From an optimization exercise on the open Yosys and OpenROAD flow, aimed at small area, a short achievable clock period and few clock cycles per item; shortcuts taken in it are not production practice. In this exercise RTL edits were held to simulation tests only and were not proved equivalent to the original. No driver is modelled on the clock port, so clocking that relies on it looks cheaper here than on a real chip. Power and IR drop assume default switching activity.

exp/pepper:
// qpsk_mimo_modulator
module qpsk_mimo_modulator #(
    parameter int R_W = 16,
    parameter int Y_W = 20
) (
    input  logic              i_clk,
    input  logic              i_reset_n,
    input  logic              i_r_load,
    input  logic [20*R_W-1:0] i_r,
    input  logic              i_bit_vld,
    input  logic              i_bit,
    output logic              o_bit_rdy,
    output logic              o_vld,
    input  logic              i_rdy,
    output logic [8*Y_W-1:0]  o_y_hat,
    output logic              o_busy
);
Size: about 1400 cells after synthesis, about 560 flip-flops, ~490 I/O pins, ~21000 um^2 of cells after synthesis.
==> flow/config.mk <==
export PLATFORM = sky130hd
export DESIGN_NAME = qpsk_mimo_modulator
export DESIGN_NICKNAME = qpsk_mimo_modulator
export VERILOG_FILES = /design/flow/design.v
export SDC_FILE = /design/flow/constraint.sdc
export NUM_CORES = 4
export LEC_CHECK = 0
export ABC_AREA = 1
export CAP_MARGIN = 50
export CORE_MARGIN = 2
export CORE_UTILIZATION = 60
export CTS_BUF_LIST = sky130_fd_sc_hd__clkbuf_16
export CTS_CLUSTER_DIAMETER = 100
export CTS_CLUSTER_SIZE = 25
export SLEW_MARGIN = 60
==> flow/constraint.sdc <==
create_clock -name core_clock -period 12.0 [get_ports {i_clk}]
set_input_delay 2.4000 -clock core_clock [delete_from_list [all_inputs] [get_ports {i_clk}]]
set_output_delay 2.4000 -clock core_clock [all_outputs]
set_load 0.01 [all_outputs]
standard.sh (not shown) runs the stock make flow with config.mk's settings and CLKGATE_MAP_FILE= SYNTH_SCRIPT=/design/flow/synth_recipe.tcl, a recipe that flattens the netlist after the stock synthesis.
==> flow/flow/run.sh <==
#!/bin/bash
# Standard ORFS layout (the standard.sh) with two changes to how it is built:
#  - ports are buffered with buf_1 cells instead of the resizer's default pick
#  - timing repair aims for 8.4 ns of setup slack beyond the SDC's (the SDC is unchanged)
export BUFFER_PORTS_ARGS="-buffer_cell sky130_fd_sc_hd__buf_1"
export SETUP_SLACK_MARGIN=8.4
bash standard.sh > standard.log 2>&1
Per the final summary, exp/pepper finished and its layout is clean on timing, DRC and antenna.
Testbench counts of exp/pepper, summed over its fixed seeds: cycles 4,448, items 512.
## Diff of input files: exp/onyx against exp/pepper
==> flow/flow/run.sh <==
#!/bin/bash
# Standard ORFS layout (the standard.sh) with two changes to how it is built:
#  - ports are buffered with buf_1 cells instead of the resizer's default pick
#  - timing repair aims for 8.2 ns of setup slack beyond the SDC's (the SDC is unchanged)
export BUFFER_PORTS_ARGS="-buffer_cell sky130_fd_sc_hd__buf_1"
export SETUP_SLACK_MARGIN=8.2
bash standard.sh > standard.log 2>&1
Notes after the runs:
The clock-pin slew of the registers on the worst-case setup and hold paths was comparable across exp/pepper and exp/onyx. exp/onyx vs. exp/pepper: sequential share of layout area moved up; total routing resource utilization after global routing lost 0.32 points. exp/onyx vs exp/pepper on post-route fraction of the period consumed by the critical path: exp/onyx is the higher one. Average wire per standard cell (lower): exp/onyx. Run comparison: exp/pepper critical-path cell with the highest stage delay edfxtp_1; exp/onyx critical-path cell with the highest stage delay dfstp_2. The detailed-route wire length of exp/onyx was superior to that of exp/pepper. [exp/onyx] setup slack fell 0.11 ns relative to exp/pepper. exp/onyx — logic gate share of total power 1.7 points lower, exp/pepper as reference. The power dissipated by switching net loads of exp/onyx is lower than that of exp/pepper. exp/pepper → exp/onyx: switching portion of total power increased by 0.49 points relative to the old numbers, post-layout total power decreased by 3.0% relative to the old numbers. A capturing instance or port of the critical path of o_bit_rdy is what exp/onyx shows, while o_y_hat[31] belongs to exp/pepper.
> inputs changed (exp/onyx -> exp/indigo)
==> flow/flow/run.sh <==
#!/bin/bash
# Standard ORFS layout (the standard.sh) with two changes to how it is built:
#  - ports are buffered with buf_1 cells instead of the resizer's default pick
#  - timing repair aims for 8.1 ns of setup slack beyond the SDC's (the SDC is unchanged)
export BUFFER_PORTS_ARGS="-buffer_cell sky130_fd_sc_hd__buf_1"
export SETUP_SLACK_MARGIN=8.1
bash standard.sh > standard.log 2>&1
### Flow results
exp/indigo: full flow OK, the timing, design-rule and antenna checks passed. On exp/indigo: worst setup slack is 0.0081 ns lower than what exp/onyx gave. Final estimated routing congestion in global placement across exp/onyx and exp/indigo: no real change. Clock buffer count in the final layout: exp/indigo vs exp/onyx identical.
Input changes introduced in exp/violet (baseline for comparison: exp/indigo):
==> flow/flow/run.sh <==
#!/bin/bash
# Standard ORFS layout (the standard.sh) with two changes to how it is built:
#  - ports are buffered with buf_1 cells instead of the resizer's default pick
#  - timing repair aims for 8.5 ns of setup slack beyond the SDC's (the SDC is unchanged)
export BUFFER_PORTS_ARGS="-buffer_cell sky130_fd_sc_hd__buf_1"
export SETUP_SLACK_MARGIN=8.5
bash standard.sh > standard.log 2>&1
Results
- Delta (exp/violet minus exp/indigo): total power divided by cell area rose 9.1 nW/um^2; fraction of area in registers saw a decrease; number of nets at the end of the flow went up about 0.4%; clock-buffer cell count flat.
- Higher fraction of final layout cells with drive strength greater than 1 goes to exp/violet over exp/indigo.
- When the final numbers for exp/indigo and exp/violet were put side by side, the routed wire length turned out to be greater in exp/violet.
- exp/violet has completed all stages; timing, DRC and antenna checks passed.
- Of the two values seen for most common cell after layout, fill and taps aside, buf_1 was produced by exp/indigo and dfxtp_1 by exp/violet.
- exp/violet vs. exp/indigo: relative contribution of the clock network to total power now sits lower; total power now sits higher; share of power burned in combinational logic now sits higher; cell depth of the worst setup path now sits at about the same level.


qpsk_mimo_modulator, a different RTL version from the one above (not shown whole).
Size: ~570 flip-flops, about 490 I/O pins, ~21000 µm² of cells after synthesis.
Settings: LEC_CHECK=0, ABC_AREA=1, CAP_MARGIN=50, CORE_MARGIN=2, CORE_UTILIZATION=60, CTS_BUF_LIST=sky130_fd_sc_hd__clkbuf_16, CTS_CLUSTER_DIAMETER=100, CTS_CLUSTER_SIZE=25, SLEW_MARGIN=60; clock period 12.0 ns.
==> flow/flow/run.sh <==
#!/bin/bash
# Standard ORFS layout (the standard.sh) with two changes to how it is built:
#  - ports are buffered with buf_1 cells instead of the resizer's default pick
#  - timing repair aims for 8.4 ns of setup slack beyond the SDC's (the SDC is unchanged)
export BUFFER_PORTS_ARGS="-buffer_cell sky130_fd_sc_hd__buf_1"
export SETUP_SLACK_MARGIN=8.4
bash standard.sh > standard.log 2>&1
Testbench counts at the start, summed over its fixed seeds: cycles 4,448, items 512.
Rerun with:
==> flow/flow/run.sh (replaced) <==
#!/bin/bash
# Standard ORFS layout (the standard.sh) with two changes to how it is built:
#  - ports are buffered with buf_1 cells instead of the resizer's default pick
#  - timing repair aims for 8.5 ns of setup slack beyond the SDC's (the SDC is unchanged)
export BUFFER_PORTS_ARGS="-buffer_cell sky130_fd_sc_hd__buf_1"
export SETUP_SLACK_MARGIN=8.5
bash standard.sh > standard.log 2>&1
- ABC_AREA: 1 -> unset
Effect: The changed run produced a clean layout. Final cell count went down by 1.7%. Total power went down by 0.37%. Via count went down by 2.2%. Synthesized area went down by 1.2%.
Rerun with:
==> flow/flow/run.sh (replaced) <==
#!/bin/bash
# Standard ORFS layout (the standard.sh) with these changes to how it is built:
#  - ports are buffered with buf_1 cells instead of the resizer's default pick
#  - timing repair aims for 8.7 ns of setup slack beyond the SDC's (the SDC is unchanged)
#  - after CTS, the clock tree's branch level is removed (flow/post_cts.tcl): the root
#    buffer drives the leaf buffers directly; all registers stay two buffers from the port
export BUFFER_PORTS_ARGS="-buffer_cell sky130_fd_sc_hd__buf_1"
export SETUP_SLACK_MARGIN=8.7
export POST_CTS_TCL=$PWD/flow/post_cts.tcl
bash standard.sh > standard.log 2>&1
==> flow/flow/post_cts.tcl (new file) <==
# Make the clock tree one level shallower: the root clock buffer drives the leaf buffers
# directly instead of through the H-tree's branch buffers. Every register still gets its
# clock through exactly two buffers (root, leaf), so the tree stays balanced.
set block [ord::get_db_block]
set root [$block findInst clkbuf_0_i_clk]
if { $root == "NULL" } { error "no root clock buffer" }
set root_net [[$root findITerm X] getNet]
set moved 0
foreach inst [$block getInsts] {
  set name [$inst getName]
  if { ![string match "clkbuf_1_*_i_clk" $name] } { continue }
  set in_net [[$inst findITerm A] getNet]
  if { [$in_net getName] ne [$root_net getName] } { continue }
  set out_net [[$inst findITerm X] getNet]
  foreach it [$out_net getITerms] {
    if { [$it getInst] eq $inst } { continue }
    $it disconnect
    $it connect $root_net
    incr moved
  }
  [$inst findITerm A] disconnect
  [$inst findITerm X] disconnect
  odb::dbInst_destroy $inst
  odb::dbNet_destroy $out_net
  puts "flatten_clock: removed $name"
}
puts "flatten_clock: moved $moved leaf buffers onto [$root_net getName]"
estimate_parasitics -placement
report_clock_min_period
Result: The changed run completed with no timing, DRC or antenna violations; die area does not change; non-clock buffer count is unchanged; combinational power climbs by roughly a tenth; maximum frequency is lower slightly; power grows by a few percent; synthesized area stays the same; synthesized cell count is unchanged; final cell count stays the same; worst setup slack degrades by 0.040 ns; cell area rose slightly.
Rerun with:
==> flow/flow/run.sh (replaced) <==
#!/bin/bash
# Standard ORFS layout (the standard.sh) with two changes to how it is built:
#  - ports are buffered with buf_1 cells instead of the resizer's default pick
#  - timing repair aims for 9.2 ns of setup slack beyond the SDC's (the SDC is unchanged)
export BUFFER_PORTS_ARGS="-buffer_cell sky130_fd_sc_hd__buf_1"
export SETUP_SLACK_MARGIN=9.2
bash standard.sh > standard.log 2>&1
removed: flow/flow/post_cts.tcl
After rerunning:
- final area grows by a few percent
- via count grows by a few percent
- critical path depth does not change
- clock power grows by a few percent
- setup slack is better by 0.028 ns
- global-route usage grows by 0.69 points
Rerun with:
==> flow/flow/run.sh (replaced) <==
#!/bin/bash
# Standard ORFS layout (the standard.sh) with these changes to how it is built:
#  - ports are buffered with buf_1 cells instead of the resizer's default pick
#  - timing repair aims for 8.4 ns of setup slack beyond the SDC's (the SDC is unchanged)
#  - after CTS, the clock tree's branch level is removed (flow/post_cts.tcl): the root
#    buffer drives the leaf buffers directly; all registers stay two buffers from the port
export BUFFER_PORTS_ARGS="-buffer_cell sky130_fd_sc_hd__buf_1"
export SETUP_SLACK_MARGIN=8.4
export POST_CTS_TCL=$PWD/flow/post_cts.tcl
bash standard.sh > standard.log 2>&1
==> flow/flow/post_cts.tcl (new file) <==
# Make the clock tree one level shallower: the root clock buffer drives the leaf buffers
# directly instead of through the H-tree's branch buffers. Every register still gets its
# clock through exactly two buffers (root, leaf), so the tree stays balanced.
set block [ord::get_db_block]
set root [$block findInst clkbuf_0_i_clk]
if { $root == "NULL" } { error "no root clock buffer" }
set root_net [[$root findITerm X] getNet]
set moved 0
foreach inst [$block getInsts] {
  set name [$inst getName]
  if { ![string match "clkbuf_1_*_i_clk" $name] } { continue }
  set in_net [[$inst findITerm A] getNet]
  if { [$in_net getName] ne [$root_net getName] } { continue }
  set out_net [[$inst findITerm X] getNet]
  foreach it [$out_net getITerms] {
    if { [$it getInst] eq $inst } { continue }
    $it disconnect
    $it connect $root_net
    incr moved
  }
  [$inst findITerm A] disconnect
  [$inst findITerm X] disconnect
  odb::dbInst_destroy $inst
  odb::dbNet_destroy $out_net
  puts "flatten_clock: removed $name"
}
puts "flatten_clock: moved $moved leaf buffers onto [$root_net getName]"
estimate_parasitics -placement
report_clock_min_period
Clock power came out lower by 4.8%.
Cell area came out lower by 6.7%.
Cell count came out lower by 2.9%.
Routed wire length came out lower by 8.6%.
Hold slack barely changes.
Total power came out lower by 11%.
Rerun with:
==> flow/flow/run.sh (replaced) <==
#!/bin/bash
# Standard ORFS layout (the standard.sh) with two changes to how it is built:
#  - ports are buffered with buf_1 cells instead of the resizer's default pick
#  - timing repair aims for 8.4 ns of setup slack beyond the SDC's (the SDC is unchanged)
export BUFFER_PORTS_ARGS="-buffer_cell sky130_fd_sc_hd__buf_1"
export SETUP_SLACK_MARGIN=8.4
bash standard.sh > standard.log 2>&1
- ABC_CLOCK_PERIOD_IN_PS: unset -> 3500
removed: flow/flow/post_cts.tcl
The new run ran to the end with no violations.
Via count is about the same.
Routed wire length grows by 0.35%.
Power grows by 1.9%.
Utilization grows by 0.19 points.
Setup slack gains 0.022 ns.
Global-route usage shrinks by 0.83 points.
Worst hold slack loses 0.0063 ns.
Die area is unchanged.

separate check: timing with driven ports:
Ports are ideal in the flow. The routed layouts listed here were re-timed in OpenROAD.
Step 1: set_driving_cell puts a clkbuf_16 on i_clk and a buf_2 on each other input, an assumption about the parent block.
Step 2, shift: input delay + t, output delay - t, t = (earliest + latest rising clock arrival at the registers) / 2. This alone moves slack from input paths to output paths.
Slacks: ideal ports / drivers / drivers and shift; pairs: ideal ports / drivers.
run | t, ns | slack for setup (ns) | worst setup path after step 2 | cell pins on the clock port's net
exp/pepper | 0.615 | 8.373 / 8.318 / 7.890 | input to register | 1
exp/onyx | 0.616 | 8.260 / 8.205 / 7.736 | input to register | 1
exp/indigo | 0.611 | 8.252 / 8.200 / 7.644 | input to register | 1
exp/violet | 0.615 | 8.375 / 8.320 / 7.954 | input to register | 1
the first run of note 2 | 0.608 | 8.397 / 8.346 / 7.863 | input to register | 1
the second run of note 2 | 0.614 | 8.388 / 8.332 / 8.033 | input to register | 1
the third run of note 2 | 0.634 | 8.348 / 8.297 / 8.195 | input to register | 1
the fourth run of note 2 | 0.613 | 8.376 / 8.326 / 8.389 | input to register | 1
the fifth run of note 2 | 0.626 | 8.365 / 8.313 / 7.901 | input to register | 1
the sixth run of note 2 | 0.613 | 8.387 / 8.331 / 7.900 | input to register | 1
After both steps setup and hold are still met in every run listed. For exp/indigo, which loses most, drivers alone change the setup slack by -0.052 ns; drivers and shift together by -0.608 ns.
